From an optimization exercise on the open Yosys and OpenROAD flow, aimed at a short achievable clock period, few clock cycles per item and low power; shortcuts taken in it are not production practice. Function was checked by simulation only, so behaviour that the tests miss may differ from the original. Power and IR drop assume default switching activity.

==> ember <==
==> flow/design.v <==
package riscv_hart_pkg;
	localparam int XLEN = 32;
	localparam logic [31:0] PER_BASE = 32'h8000_0000;
	typedef enum logic [6:0] {
		OP     = 7'b0110011,
		OP_IMM = 7'b0010011,
		LUI    = 7'b0110111,
		LOAD   = 7'b0000011,
		STORE  = 7'b0100011,
		BRANCH = 7'b1100011,
		JAL    = 7'b1101111
	} opcode_e;
	typedef enum logic [3:0] {
		ALU_ADD,
		ALU_SUB,
		ALU_AND,
		ALU_OR,
		ALU_XOR,
		ALU_SLT,
		ALU_PASSB,
		ALU_EQ
	} alu_op_e;
	typedef enum logic [3:0] {
		EXC_NONE,
		EXC_ILLEGAL,
		EXC_LOAD_MISALIGN,
		EXC_STORE_MISALIGN
	} exc_e;
	typedef enum logic [2:0] {S_FETCH, S_EXEC, S_MEM, S_WB, S_HALT} core_state_e;
endpackage
`timescale 1ns/1ps
import riscv_hart_pkg::*;
module riscv_alu (
	input  logic            sub_i,    
	input  logic [3:0]      fn_i,     
	input  logic [XLEN-1:0] a_i,
	input  logic [XLEN-1:0] b_i,
	output logic [XLEN-1:0] result_o,
	output logic            equal_o
);
	logic [XLEN-1:0] sum;
	logic            less;
	assign sum     = a_i + b_i + {{(XLEN-1){1'b0}}, sub_i};
	assign less    = (a_i[XLEN-1] == b_i[XLEN-1]) ? a_i[XLEN-1] : sum[XLEN-1];
	assign equal_o = (a_i == b_i);
	always_comb begin
		case (fn_i)
			4'b0001: result_o = {{(XLEN-1){1'b0}}, less};
			4'b0010: result_o = a_i ^ b_i;
			4'b0100: result_o = a_i | b_i;
			4'b1000: result_o = a_i & b_i;
			default: result_o = sum;
		endcase
	end
endmodule
`timescale 1ns/1ps
import riscv_hart_pkg::*;
module riscv_regfile (
	input  logic            clock_bus_i,
	input  logic [4:0]      rs1_addr_i,
	input  logic [4:0]      rs2_addr_i,
	output logic [XLEN-1:0] rs1_data_o,
	output logic [XLEN-1:0] rs2_data_o,
	input  logic            rd_we_i,
	input  logic [4:0]      rd_addr_i,
	input  logic [XLEN-1:0] rd_data_i
);
	logic [XLEN-1:0] regs [1:31];
	always_ff @(posedge clock_bus_i) begin
		if (rd_we_i && rd_addr_i != 5'd0)
			regs[rd_addr_i] <= rd_data_i;
	end
	assign rs1_data_o = (rs1_addr_i == 5'd0) ? '0 : regs[rs1_addr_i];
	assign rs2_data_o = (rs2_addr_i == 5'd0) ? '0 : regs[rs2_addr_i];
endmodule
`timescale 1ns/1ps
import riscv_hart_pkg::*;
module riscv_hart_core #(
	parameter logic [XLEN-1:0] RESET_PC = 32'h0000_0000
) (
	input  logic            clock_bus_i,
	input  logic            reset_i,
	output logic            inst_req_o,
	output logic [XLEN-1:0] inst_addr_o,
	input  logic [XLEN-1:0] inst_data_i,
	input  logic            inst_done_i,
	output logic            data_mreq_o,
	output logic            data_preq_o,
	output logic            data_wren_o,
	output logic [XLEN-1:0] data_addr_o,
	output logic [XLEN-1:0] data_data_o,
	input  logic [XLEN-1:0] mem_data_i,
	input  logic            mem_done_i,
	input  logic [XLEN-1:0] per_data_i,
	output logic [XLEN-1:0] data_ref_addr_o,
	output logic [3:0]      exception_o
);
	logic            f_req;       
	logic            f_busy;      
	logic [XLEN-1:0] f_pc;        
	logic            d_valid;
	logic            d_redir;     
	logic [XLEN-1:0] ir;
	logic [XLEN-1:0] d_pc;
	logic            x_valid;
	logic [XLEN-1:0] x_a, x_b;    
	logic [11:0]     x_imm;       
	logic [XLEN-1:0] x_pc;
	logic [4:0]      x_rd;
	logic            x_we;        
	logic            x_mem, x_st, x_br, x_pred, x_bne, x_sub;
	logic            x_misal;     
	logic [3:0]      x_fn;
	logic            m_mreq;      
	logic            m_preq;      
	logic [XLEN-1:0] m_addr;
	logic [3:0]      exc;
	logic            m_act;
	assign m_act = m_mreq | m_preq;
	logic [6:0] opc;
	logic [2:0] f3;
	logic [4:0] rs1, rs2, rd;
	assign opc = ir[6:0];
	assign f3  = ir[14:12];
	assign rs1 = ir[19:15];
	assign rs2 = ir[24:20];
	assign rd  = ir[11:7];
	logic d_op, d_opi, d_lui, d_ld, d_st, d_br, d_jal;
	assign d_op  = (opc == OP);
	assign d_opi = (opc == OP_IMM);
	assign d_lui = (opc == LUI);
	assign d_ld  = (opc == LOAD);
	assign d_st  = (opc == STORE);
	assign d_br  = (opc == BRANCH);
	assign d_jal = (opc == JAL);
	logic d_illegal;
	assign d_illegal = !((d_op && f3 != 3'b001 && f3 != 3'b011 && f3 != 3'b101) ||
	                     (d_opi && (f3 == 3'b000 || f3 == 3'b100 || f3 == 3'b110 || f3 == 3'b111)) ||
	                     d_lui || d_jal ||
	                     ((d_ld || d_st) && f3 == 3'b010) ||
	                     (d_br && f3[2:1] == 2'b00));
	logic d_use1, d_use2, d_we, d_sub;
	assign d_use1 = d_op | d_opi | d_ld | d_st | d_br;
	assign d_use2 = d_op | d_st | d_br;
	assign d_we   = (d_op | d_opi | d_lui | d_ld | d_jal) && (rd != 5'd0);
	assign d_sub  = d_op && (f3 == 3'b010 || (f3 == 3'b000 && ir[30]));
	logic [XLEN-1:0] imm_i, imm_u, imm_b, imm_j;
	assign imm_i = {{20{ir[31]}}, ir[31:20]};
	assign imm_u = {ir[31:12], 12'b0};
	assign imm_b = {{19{ir[31]}}, ir[31], ir[7], ir[30:25], ir[11:8], 1'b0};
	assign imm_j = {{11{ir[31]}}, ir[31], ir[19:12], ir[20], ir[30:21], 1'b0};
	logic [XLEN-1:0] d_tgt;
	assign d_tgt = d_pc + (d_jal ? imm_j : imm_b);
	logic [XLEN-1:0] rf_a, rf_b;
	logic            rf_we;
	logic [XLEN-1:0] rf_wd;
	riscv_regfile regfile_inst (
		.clock_bus_i (clock_bus_i),
		.rs1_addr_i  (rs1),
		.rs2_addr_i  (rs2),
		.rs1_data_o  (rf_a),
		.rs2_data_o  (rf_b),
		.rd_we_i     (rf_we),
		.rd_addr_i   (x_rd),
		.rd_data_i   (rf_wd)
	);
	logic haz;
	assign haz = x_valid && x_we && ((d_use1 && x_rd == rs1) || (d_use2 && x_rd == rs2));
	logic [XLEN-1:0] alu_res;
	logic            alu_eq;
	riscv_alu alu_inst (
		.sub_i    (x_sub),
		.fn_i     (x_fn),
		.a_i      (x_a),
		.b_i      (x_b),
		.result_o (alu_res),
		.equal_o  (alu_eq)
	);
	logic [XLEN-1:0] x_addr, x_alt;
	logic            x_mispred;
	assign x_addr    = x_a + {{20{x_imm[11]}}, x_imm};
	assign x_alt     = x_pc + (x_pred ? 32'd4 : {{19{x_imm[11]}}, x_imm, 1'b0});
	assign x_mispred = (alu_eq ^ x_bne) != x_pred;
	logic f_free, f_done;
	assign f_done = f_busy && inst_done_i;
	assign f_free = (!f_busy && !f_req) || f_done;
	logic m_end;
	assign m_end = m_preq || (m_mreq && mem_done_i);
	logic x_done_nb;
	assign x_done_nb = x_mem ? m_end : 1'b1;
	logic x_redirect, x_start_ref, x_exc_pend;
	assign x_redirect  = x_valid && x_br && x_mispred && f_free;
	assign x_start_ref = x_valid && x_mem && !m_act && !x_misal;
	assign x_exc_pend  = x_valid && x_mem && x_misal;
	logic x_free, d_issue, d_redir_now;
	assign x_free      = !x_valid || (!x_br && x_done_nb);
	assign d_issue     = d_valid && !d_illegal && !haz && x_free;
	assign d_redir_now = d_valid && d_redir && !d_illegal;
	assign rf_we = x_valid && x_we && (x_mem ? m_act : 1'b1);
	assign rf_wd = x_mem ? (m_preq ? per_data_i : mem_data_i) : alu_res;
	logic in_pred, accept, want, f_start, f_busy_n;
	assign in_pred  = (inst_data_i[6:0] == JAL) || ((inst_data_i[6:0] == BRANCH) && inst_data_i[31]);
	assign accept   = f_done && (!d_valid || d_issue);
	assign f_start  = f_req && !f_busy;
	assign f_busy_n = f_start || (f_busy && !inst_done_i);
	logic       exc_now;
	logic [3:0] exc_code;
	always_comb begin
		exc_now  = 1'b0;
		exc_code = EXC_NONE;
		if (!m_act && !f_busy && !f_req && (exc == 4'd0)) begin
			if (x_exc_pend) begin
				exc_now  = 1'b1;
				exc_code = x_st ? EXC_STORE_MISALIGN : EXC_LOAD_MISALIGN;
			end else if (!x_valid && d_valid && d_illegal) begin
				exc_now  = 1'b1;
				exc_code = EXC_ILLEGAL;
			end
		end
	end
	assign want = (exc == 4'd0) && !x_exc_pend &&
	              !(d_valid && d_illegal && !x_redirect) &&
	              !(accept && in_pred && !x_redirect);
	always_ff @(posedge clock_bus_i) begin
		if (reset_i) begin
			f_req   <= 1'b0;
			f_busy  <= 1'b0;
			f_pc    <= RESET_PC;
			d_valid <= 1'b0;
			d_redir <= 1'b0;
			x_valid <= 1'b0;
			m_mreq  <= 1'b0;
			m_preq  <= 1'b0;
			exc     <= EXC_NONE;
		end else begin
			f_busy <= f_busy_n;
			f_req  <= f_busy_n || want;
			if (x_redirect)
				f_pc <= x_alt;
			else if (d_redir_now)
				f_pc <= d_tgt;
			else if (accept)
				f_pc <= f_pc + 32'd4;
			if (x_redirect) begin
				d_valid <= 1'b0;
				d_redir <= 1'b0;
			end else if (accept) begin
				d_valid <= 1'b1;
				d_redir <= in_pred;
			end else begin
				if (d_issue)
					d_valid <= 1'b0;
				if (d_redir_now)
					d_redir <= 1'b0;
			end
			if (x_free)
				x_valid <= d_issue;
			else if (x_redirect || (x_br && !x_mispred))
				x_valid <= 1'b0;
			if (x_start_ref) begin
				m_mreq <= !x_addr[31];
				m_preq <= x_addr[31];
			end else if (m_end) begin
				m_mreq <= 1'b0;
				m_preq <= 1'b0;
			end
			if (exc_now)
				exc <= exc_code;
		end
	end
	always_ff @(posedge clock_bus_i) begin
		if (accept) begin
			ir   <= inst_data_i;
			d_pc <= f_pc;
		end
		if (x_free) begin
			x_a     <= d_jal ? d_pc : d_lui ? '0 : rf_a;
			x_b     <= d_use2 ? (d_sub ? ~rf_b : rf_b) : d_lui ? imm_u : d_jal ? 32'd4 : imm_i;
			x_imm   <= d_st ? {ir[31:25], ir[11:7]} : d_br ? {ir[31], ir[7], ir[30:25], ir[11:8]} : ir[31:20];
			x_pc    <= d_pc;
			x_rd    <= rd;
			x_we    <= d_we;
			x_mem   <= d_ld || d_st;
			x_st    <= d_st;
			x_br    <= d_br;
			x_pred  <= ir[31];
			x_bne   <= f3[0];
			x_sub   <= d_sub;
			x_misal <= (rf_a[1:0] + (d_st ? ir[8:7] : ir[21:20])) != 2'b00;
			x_fn    <= !(d_op || d_opi)  ? 4'b0000 :
			           (f3 == 3'b010) ? 4'b0001 :
			           (f3 == 3'b100) ? 4'b0010 :
			           (f3 == 3'b110) ? 4'b0100 :
			           (f3 == 3'b111) ? 4'b1000 : 4'b0000;
		end
		if (x_start_ref)
			m_addr <= x_addr;
	end
	assign inst_req_o      = f_req;
	assign inst_addr_o     = f_pc;
	assign data_mreq_o     = m_mreq;
	assign data_preq_o     = m_preq;
	assign data_wren_o     = x_st;
	assign data_addr_o     = m_addr;
	assign data_data_o     = x_b;
	assign data_ref_addr_o = x_pc;
	assign exception_o     = exc;
endmodule
`timescale 1ns/1ps
import riscv_hart_pkg::*;
module port_switch (
	input  logic            core_mreq_i,
	input  logic            core_preq_i,
	input  logic            core_wren_i,
	input  logic [XLEN-1:0] core_addr_i,
	input  logic [XLEN-1:0] core_data_i,
	output logic            memory_req_o,
	output logic            memory_wren_o,
	output logic [XLEN-1:0] memory_addr_o,
	output logic [XLEN-1:0] memory_data_o,
	output logic            peripheral_req_o,
	output logic            peripheral_wren_o,
	output logic [XLEN-1:0] peripheral_addr_o,
	output logic [XLEN-1:0] peripheral_data_o
);
	assign memory_req_o      = core_mreq_i;
	assign memory_wren_o     = core_wren_i;
	assign memory_addr_o     = core_addr_i;
	assign memory_data_o     = core_data_i;
	assign peripheral_req_o  = core_preq_i;
	assign peripheral_wren_o = core_wren_i;
	assign peripheral_addr_o = core_addr_i;
	assign peripheral_data_o = core_data_i;
endmodule
`timescale 1ns/1ps
import riscv_hart_pkg::*;
module riscv_hart_top #(
	parameter logic [XLEN-1:0] RESET_PC = 32'h0000_0000
) (
	input  logic            clock_bus_i,
	input  logic            reset_i,
	output logic [3:0]      exception_bus_o,
	output logic [XLEN-1:0] inst_addr_o,
	output logic            mem_req0_o,
	output logic [XLEN-1:0] mem_add0_o,
	input  logic [XLEN-1:0] mem_data0_i,
	input  logic            mem_done0_i,
	output logic            mem_req1_o,
	output logic            mem_rw1_o,
	output logic [XLEN-1:0] mem_add1_o,
	output logic [XLEN-1:0] mem_data1_o,
	input  logic [XLEN-1:0] mem_data1_i,
	input  logic            mem_done1_i,
	output logic            per_req_o,
	output logic            per_rw_o,
	output logic [XLEN-1:0] per_add_o,
	output logic [XLEN-1:0] per_data_o,
	input  logic [XLEN-1:0] per_data_i
);
	logic            hart_mreq;
	logic            hart_preq;
	logic            hart_rw;
	logic [XLEN-1:0] hart_add;
	logic [XLEN-1:0] hart_wdata;
	riscv_hart_core #(
		.RESET_PC (RESET_PC)
	) hart_inst (
		.clock_bus_i     (clock_bus_i),
		.reset_i         (reset_i),
		.inst_req_o      (mem_req0_o),
		.inst_addr_o     (mem_add0_o),
		.inst_data_i     (mem_data0_i),
		.inst_done_i     (mem_done0_i),
		.data_mreq_o     (hart_mreq),
		.data_preq_o     (hart_preq),
		.data_wren_o     (hart_rw),
		.data_addr_o     (hart_add),
		.data_data_o     (hart_wdata),
		.mem_data_i      (mem_data1_i),
		.mem_done_i      (mem_done1_i),
		.per_data_i      (per_data_i),
		.data_ref_addr_o (inst_addr_o),
		.exception_o     (exception_bus_o)
	);
	port_switch peripheral_switch_inst (
		.core_mreq_i       (hart_mreq),
		.core_preq_i       (hart_preq),
		.core_wren_i       (hart_rw),
		.core_addr_i       (hart_add),
		.core_data_i       (hart_wdata),
		.memory_req_o      (mem_req1_o),
		.memory_wren_o     (mem_rw1_o),
		.memory_addr_o     (mem_add1_o),
		.memory_data_o     (mem_data1_o),
		.peripheral_req_o  (per_req_o),
		.peripheral_wren_o (per_rw_o),
		.peripheral_addr_o (per_add_o),
		.peripheral_data_o (per_data_o)
	);
endmodule
==> flow/run.sh <==
#!/bin/bash
# synth_recipe.tcl (not shown) runs the flow's synth.tcl, then flattens the netlist and writes it again
# the make line also repeats each setting of config.mk as NAME=value (left out here)
make -C /OpenROAD-flow-scripts/flow DESIGN_CONFIG=/design/flow/config.mk WORK_HOME=/design/flow/orfs CLKGATE_MAP_FILE= SYNTH_SCRIPT=/design/flow/synth_recipe.tcl finish
==> flow/config.mk <==
export PLATFORM = sky130hd
export DESIGN_NAME = riscv_hart_top
export DESIGN_NICKNAME = riscv_hart_top
export VERILOG_FILES = /design/flow/design.v
export SDC_FILE = /design/flow/constraint.sdc
export NUM_CORES = 4
export LEC_CHECK = 0
export ABC_CLOCK_PERIOD_IN_PS = 3000
export CAP_MARGIN = 20
export CORE_MARGIN = 2
export CORE_UTILIZATION = 40
export SETUP_SLACK_MARGIN = 5
export SLEW_MARGIN = 20
==> flow/constraint.sdc <==
create_clock -name core_clock -period 9.0 [get_ports {clock_bus_i}]
set_input_delay 1.8000 -clock core_clock [delete_from_list [all_inputs] [get_ports {clock_bus_i}]]
set_output_delay 1.8000 -clock core_clock [all_outputs]
set_load 0.01 [all_outputs]
==> delta: changes against ember <==
--- a/flow/design.v
+++ b/flow/design.v
@@ -40,8 +40,8 @@
 );
 	logic [XLEN-1:0] sum;
 	logic            less;
-	assign sum     = a_i + b_i + {{(XLEN-1){1'b0}}, sub_i};
-	assign less    = (a_i[XLEN-1] == b_i[XLEN-1]) ? a_i[XLEN-1] : sum[XLEN-1];
+	assign sum     = a_i + (sub_i ? ~b_i : b_i) + {{(XLEN-1){1'b0}}, sub_i};
+	assign less    = (a_i[XLEN-1] ^ b_i[XLEN-1]) ? a_i[XLEN-1] : sum[XLEN-1];
 	assign equal_o = (a_i == b_i);
 	always_comb begin
 		case (fn_i)
@@ -103,20 +103,22 @@
 	logic [XLEN-1:0] ir;
 	logic [XLEN-1:0] d_pc;
 	logic            x_valid;
-	logic [XLEN-1:0] x_a, x_b;    
+	logic [XLEN-1:0] x_a, x_b;
 	logic [11:0]     x_imm;       
-	logic [XLEN-1:0] x_pc;
+	logic [XLEN-1:0] x_pcx;       
 	logic [4:0]      x_rd;
 	logic            x_we;        
 	logic            x_mem, x_st, x_br, x_pred, x_bne, x_sub;
-	logic            x_misal;     
 	logic [3:0]      x_fn;
 	logic            m_mreq;      
 	logic            m_preq;      
-	logic [XLEN-1:0] m_addr;
+	logic            m_rw;
+	logic            m_we;        
+	logic [4:0]      m_rd;
+	logic [XLEN-1:0] m_addr, m_wdata, m_pc;
 	logic [3:0]      exc;
-	logic            m_act;
-	assign m_act = m_mreq | m_preq;
+	logic            m_valid;
+	assign m_valid = m_mreq | m_preq;
 	logic [6:0] opc;
 	logic [2:0] f3;
 	logic [4:0] rs1, rs2, rd;
@@ -139,20 +141,21 @@
 	                     d_lui || d_jal ||
 	                     ((d_ld || d_st) && f3 == 3'b010) ||
 	                     (d_br && f3[2:1] == 2'b00));
-	logic d_use1, d_use2, d_we, d_sub;
+	logic d_use1, d_use2, d_we;
 	assign d_use1 = d_op | d_opi | d_ld | d_st | d_br;
 	assign d_use2 = d_op | d_st | d_br;
 	assign d_we   = (d_op | d_opi | d_lui | d_ld | d_jal) && (rd != 5'd0);
-	assign d_sub  = d_op && (f3 == 3'b010 || (f3 == 3'b000 && ir[30]));
 	logic [XLEN-1:0] imm_i, imm_u, imm_b, imm_j;
 	assign imm_i = {{20{ir[31]}}, ir[31:20]};
 	assign imm_u = {ir[31:12], 12'b0};
 	assign imm_b = {{19{ir[31]}}, ir[31], ir[7], ir[30:25], ir[11:8], 1'b0};
 	assign imm_j = {{11{ir[31]}}, ir[31], ir[19:12], ir[20], ir[30:21], 1'b0};
-	logic [XLEN-1:0] d_tgt;
+	logic [XLEN-1:0] d_tgt, d_pc4;
 	assign d_tgt = d_pc + (d_jal ? imm_j : imm_b);
+	assign d_pc4 = d_pc + 32'd4;
 	logic [XLEN-1:0] rf_a, rf_b;
 	logic            rf_we;
+	logic [4:0]      rf_wa;
 	logic [XLEN-1:0] rf_wd;
 	riscv_regfile regfile_inst (
 		.clock_bus_i (clock_bus_i),
@@ -161,11 +164,12 @@
 		.rs1_data_o  (rf_a),
 		.rs2_data_o  (rf_b),
 		.rd_we_i     (rf_we),
-		.rd_addr_i   (x_rd),
+		.rd_addr_i   (rf_wa),
 		.rd_data_i   (rf_wd)
 	);
 	logic haz;
-	assign haz = x_valid && x_we && ((d_use1 && x_rd == rs1) || (d_use2 && x_rd == rs2));
+	assign haz = (x_valid && x_we && ((d_use1 && x_rd == rs1) || (d_use2 && x_rd == rs2))) ||
+	             (m_we && ((d_use1 && m_rd == rs1) || (d_use2 && m_rd == rs2)));
 	logic [XLEN-1:0] alu_res;
 	logic            alu_eq;
 	riscv_alu alu_inst (
@@ -176,39 +180,49 @@
 		.result_o (alu_res),
 		.equal_o  (alu_eq)
 	);
-	logic [XLEN-1:0] x_addr, x_alt;
-	logic            x_mispred;
+	logic [XLEN-1:0] x_addr;
+	logic            x_mis_al, x_mispred;
 	assign x_addr    = x_a + {{20{x_imm[11]}}, x_imm};
-	assign x_alt     = x_pc + (x_pred ? 32'd4 : {{19{x_imm[11]}}, x_imm, 1'b0});
-	assign x_mispred = (alu_eq ^ x_bne) != x_pred;
+	assign x_mis_al  = (x_addr[1:0] != 2'b00);
+	assign x_mispred = x_br && ((alu_eq ^ x_bne) != x_pred);
 	logic f_free, f_done;
 	assign f_done = f_busy && inst_done_i;
 	assign f_free = (!f_busy && !f_req) || f_done;
-	logic m_end;
-	assign m_end = m_preq || (m_mreq && mem_done_i);
-	logic x_done_nb;
-	assign x_done_nb = x_mem ? m_end : 1'b1;
-	logic x_redirect, x_start_ref, x_exc_pend;
-	assign x_redirect  = x_valid && x_br && x_mispred && f_free;
-	assign x_start_ref = x_valid && x_mem && !m_act && !x_misal;
-	assign x_exc_pend  = x_valid && x_mem && x_misal;
+	logic m_free;
+	assign m_free = !m_mreq;
+	logic x_done, x_redirect, x_handoff, x_exc_pend;
+	always_comb begin
+		if (x_mem)
+			x_done = m_free && !x_mis_al;
+		else if (x_br)
+			x_done = !x_mispred || f_free;
+		else
+			x_done = !(x_we && m_we);    
+		x_done = x_valid && x_done && (exc == 4'd0);
+	end
+	assign x_redirect = x_done && x_br && x_mispred;
+	assign x_handoff  = x_done && x_mem;
+	assign x_exc_pend = x_valid && x_mem && x_mis_al;
 	logic x_free, d_issue, d_redir_now;
-	assign x_free      = !x_valid || (!x_br && x_done_nb);
-	assign d_issue     = d_valid && !d_illegal && !haz && x_free;
-	assign d_redir_now = d_valid && d_redir && !d_illegal;
-	assign rf_we = x_valid && x_we && (x_mem ? m_act : 1'b1);
-	assign rf_wd = x_mem ? (m_preq ? per_data_i : mem_data_i) : alu_res;
+	assign x_free      = !x_valid || (x_done && !x_br);
+	assign d_issue     = d_valid && !d_illegal && !haz && x_free && !x_redirect && (exc == 4'd0);
+	assign d_redir_now = d_valid && d_redir && !d_illegal && !x_redirect && (exc == 4'd0);
+	logic x_wr;
+	assign x_wr  = x_done && x_we && !x_mem;
+	assign rf_we = m_we || x_wr;
+	assign rf_wa = m_we ? m_rd : x_rd;
+	assign rf_wd = m_we ? (m_preq ? per_data_i : mem_data_i) : alu_res;
 	logic in_pred, accept, want, f_start, f_busy_n;
-	assign in_pred  = (inst_data_i[6:0] == JAL) || ((inst_data_i[6:0] == BRANCH) && inst_data_i[31]);
-	assign accept   = f_done && (!d_valid || d_issue);
-	assign f_start  = f_req && !f_busy;
+	assign in_pred = (inst_data_i[6:0] == JAL) || ((inst_data_i[6:0] == BRANCH) && inst_data_i[31]);
+	assign accept  = f_done && (!d_valid || d_issue) && !x_redirect;
+	assign f_start = f_req && !f_busy;
 	assign f_busy_n = f_start || (f_busy && !inst_done_i);
 	logic       exc_now;
 	logic [3:0] exc_code;
 	always_comb begin
 		exc_now  = 1'b0;
 		exc_code = EXC_NONE;
-		if (!m_act && !f_busy && !f_req && (exc == 4'd0)) begin
+		if (!m_valid && !f_busy && !f_req && (exc == 4'd0)) begin
 			if (x_exc_pend) begin
 				exc_now  = 1'b1;
 				exc_code = x_st ? EXC_STORE_MISALIGN : EXC_LOAD_MISALIGN;
@@ -220,7 +234,7 @@
 	end
 	assign want = (exc == 4'd0) && !x_exc_pend &&
 	              !(d_valid && d_illegal && !x_redirect) &&
-	              !(accept && in_pred && !x_redirect);
+	              !(accept && in_pred);
 	always_ff @(posedge clock_bus_i) begin
 		if (reset_i) begin
 			f_req   <= 1'b0;
@@ -231,12 +245,13 @@
 			x_valid <= 1'b0;
 			m_mreq  <= 1'b0;
 			m_preq  <= 1'b0;
+			m_we    <= 1'b0;
 			exc     <= EXC_NONE;
 		end else begin
 			f_busy <= f_busy_n;
 			f_req  <= f_busy_n || want;
 			if (x_redirect)
-				f_pc <= x_alt;
+				f_pc <= x_pcx;
 			else if (d_redir_now)
 				f_pc <= d_tgt;
 			else if (accept)
@@ -253,16 +268,15 @@
 				if (d_redir_now)
 					d_redir <= 1'b0;
 			end
-			if (x_free)
-				x_valid <= d_issue;
-			else if (x_redirect || (x_br && !x_mispred))
-				x_valid <= 1'b0;
-			if (x_start_ref) begin
+			x_valid <= d_issue || (x_valid && !x_done);
+			if (x_handoff) begin
 				m_mreq <= !x_addr[31];
 				m_preq <= x_addr[31];
-			end else if (m_end) begin
+				m_we   <= x_we;
+			end else if (m_preq || (m_mreq && mem_done_i)) begin
 				m_mreq <= 1'b0;
 				m_preq <= 1'b0;
+				m_we   <= 1'b0;
 			end
 			if (exc_now)
 				exc <= exc_code;
@@ -274,36 +288,40 @@
 			d_pc <= f_pc;
 		end
 		if (x_free) begin
-			x_a     <= d_jal ? d_pc : d_lui ? '0 : rf_a;
-			x_b     <= d_use2 ? (d_sub ? ~rf_b : rf_b) : d_lui ? imm_u : d_jal ? 32'd4 : imm_i;
-			x_imm   <= d_st ? {ir[31:25], ir[11:7]} : d_br ? {ir[31], ir[7], ir[30:25], ir[11:8]} : ir[31:20];
-			x_pc    <= d_pc;
-			x_rd    <= rd;
-			x_we    <= d_we;
-			x_mem   <= d_ld || d_st;
-			x_st    <= d_st;
-			x_br    <= d_br;
-			x_pred  <= ir[31];
-			x_bne   <= f3[0];
-			x_sub   <= d_sub;
-			x_misal <= (rf_a[1:0] + (d_st ? ir[8:7] : ir[21:20])) != 2'b00;
-			x_fn    <= !(d_op || d_opi)  ? 4'b0000 :
-			           (f3 == 3'b010) ? 4'b0001 :
-			           (f3 == 3'b100) ? 4'b0010 :
-			           (f3 == 3'b110) ? 4'b0100 :
-			           (f3 == 3'b111) ? 4'b1000 : 4'b0000;
+			x_a    <= (d_lui || d_jal) ? '0 : rf_a;
+			x_b    <= d_use2 ? rf_b : d_lui ? imm_u : d_jal ? d_pc4 : imm_i;
+			x_imm  <= d_st ? {ir[31:25], ir[11:7]} : ir[31:20];
+			x_pcx  <= d_br ? (ir[31] ? d_pc4 : d_tgt) : d_pc;
+			x_rd   <= rd;
+			x_we   <= d_we;
+			x_mem  <= d_ld || d_st;
+			x_st   <= d_st;
+			x_br   <= d_br;
+			x_pred <= ir[31];
+			x_bne  <= f3[0];
+			x_sub  <= d_op && (f3 == 3'b010 || (f3 == 3'b000 && ir[30]));
+			x_fn   <= !(d_op || d_opi)              ? 4'b0000 :
+			          (f3 == 3'b010) ? 4'b0001 :
+			          (f3 == 3'b100) ? 4'b0010 :
+			          (f3 == 3'b110) ? 4'b0100 :
+			          (f3 == 3'b111) ? 4'b1000 : 4'b0000;
+		end
+		if (x_handoff) begin
+			m_rw    <= x_st;
+			m_rd    <= x_rd;
+			m_addr  <= x_addr;
+			m_wdata <= x_b;
+			m_pc    <= x_pcx;
 		end
-		if (x_start_ref)
-			m_addr <= x_addr;
 	end
 	assign inst_req_o      = f_req;
 	assign inst_addr_o     = f_pc;
 	assign data_mreq_o     = m_mreq;
 	assign data_preq_o     = m_preq;
-	assign data_wren_o     = x_st;
+	assign data_wren_o     = m_rw;
 	assign data_addr_o     = m_addr;
-	assign data_data_o     = x_b;
-	assign data_ref_addr_o = x_pc;
+	assign data_data_o     = m_wdata;
+	assign data_ref_addr_o = m_pc;
 	assign exception_o     = exc;
 endmodule
 `timescale 1ns/1ps
--- a/flow/config.mk
+++ b/flow/config.mk
@@ -5,9 +5,7 @@
 export SDC_FILE = /design/flow/constraint.sdc
 export NUM_CORES = 4
 export LEC_CHECK = 0
-export ABC_CLOCK_PERIOD_IN_PS = 3000
 export CAP_MARGIN = 20
 export CORE_MARGIN = 2
 export CORE_UTILIZATION = 40
-export SETUP_SLACK_MARGIN = 5
 export SLEW_MARGIN = 20
==> results.txt <==
quantity	delta	ember
Met2 capacity usage during global routing	39.5%	42.1%
Placed wire-length estimate after detailed placement	140,000 um	134,000 um
Outcome	complete, no violations	complete, no violations
Synth Instances	4,308	4,091
Fraction of the mapped netlist area in compound gates	7.08%	6.46%
Max Fclk	183 MHz	251 MHz
Core area	169,000 um2	161,000 um2
Global-route met1 utilization	33.1%	35.0%
Shortest period the worst path allows	5460 ps	3980 ps
Portion of netlist area occupied by mux cells	21.4%	22.7%
Clk pwr share	40.3%	33.2%
Critical Path Fanout Max	57	4
Area fraction of the dominant cell type after synthesis	56.8%	56.1%
Crit path buffers/inverters	2	1
Tightest hold margin	455 ps	473 ps
Clock group	6.05 mW	5.41 mW
Testbench counts of ember, summed over its fixed seeds: cycles 33,902, instrs 15,403.
Testbench counts of delta, summed over its fixed seeds: cycles 33,204, instrs 15,403.

[static timing again, ports no longer ideal]
Ports are ideal in the flow. The routed layouts listed here were re-timed in OpenROAD.
Step 1 sets driving cells, clkbuf_16 on the clock port and buf_2 on the other inputs (assumed; they add their load-dependent delay and slew).
Step 2 also shifts input and output timing later by t, the mid clock arrival at the registers, as if the neighbouring blocks saw the same clock.
a / b / c = ideal ports / drivers / drivers and shift; a / b = the first two.
run | t, ns | setup WS [ns] | worst hold slack (ns) | worst setup path at the end | cell pins on the clock port's net
ember | 0.855 | 5.018 / 4.930 / 4.270 | 0.473 / 0.473 / 0.473 | input to register | 1
delta | 0.881 | 3.544 / 3.544 / 3.162 | 0.455 / 0.455 / 0.455 | input to register | 1
After both steps setup and hold are still met in every run listed. For ember, which loses most, drivers alone change the setup slack by -0.088 ns; drivers and shift together by -0.748 ns.
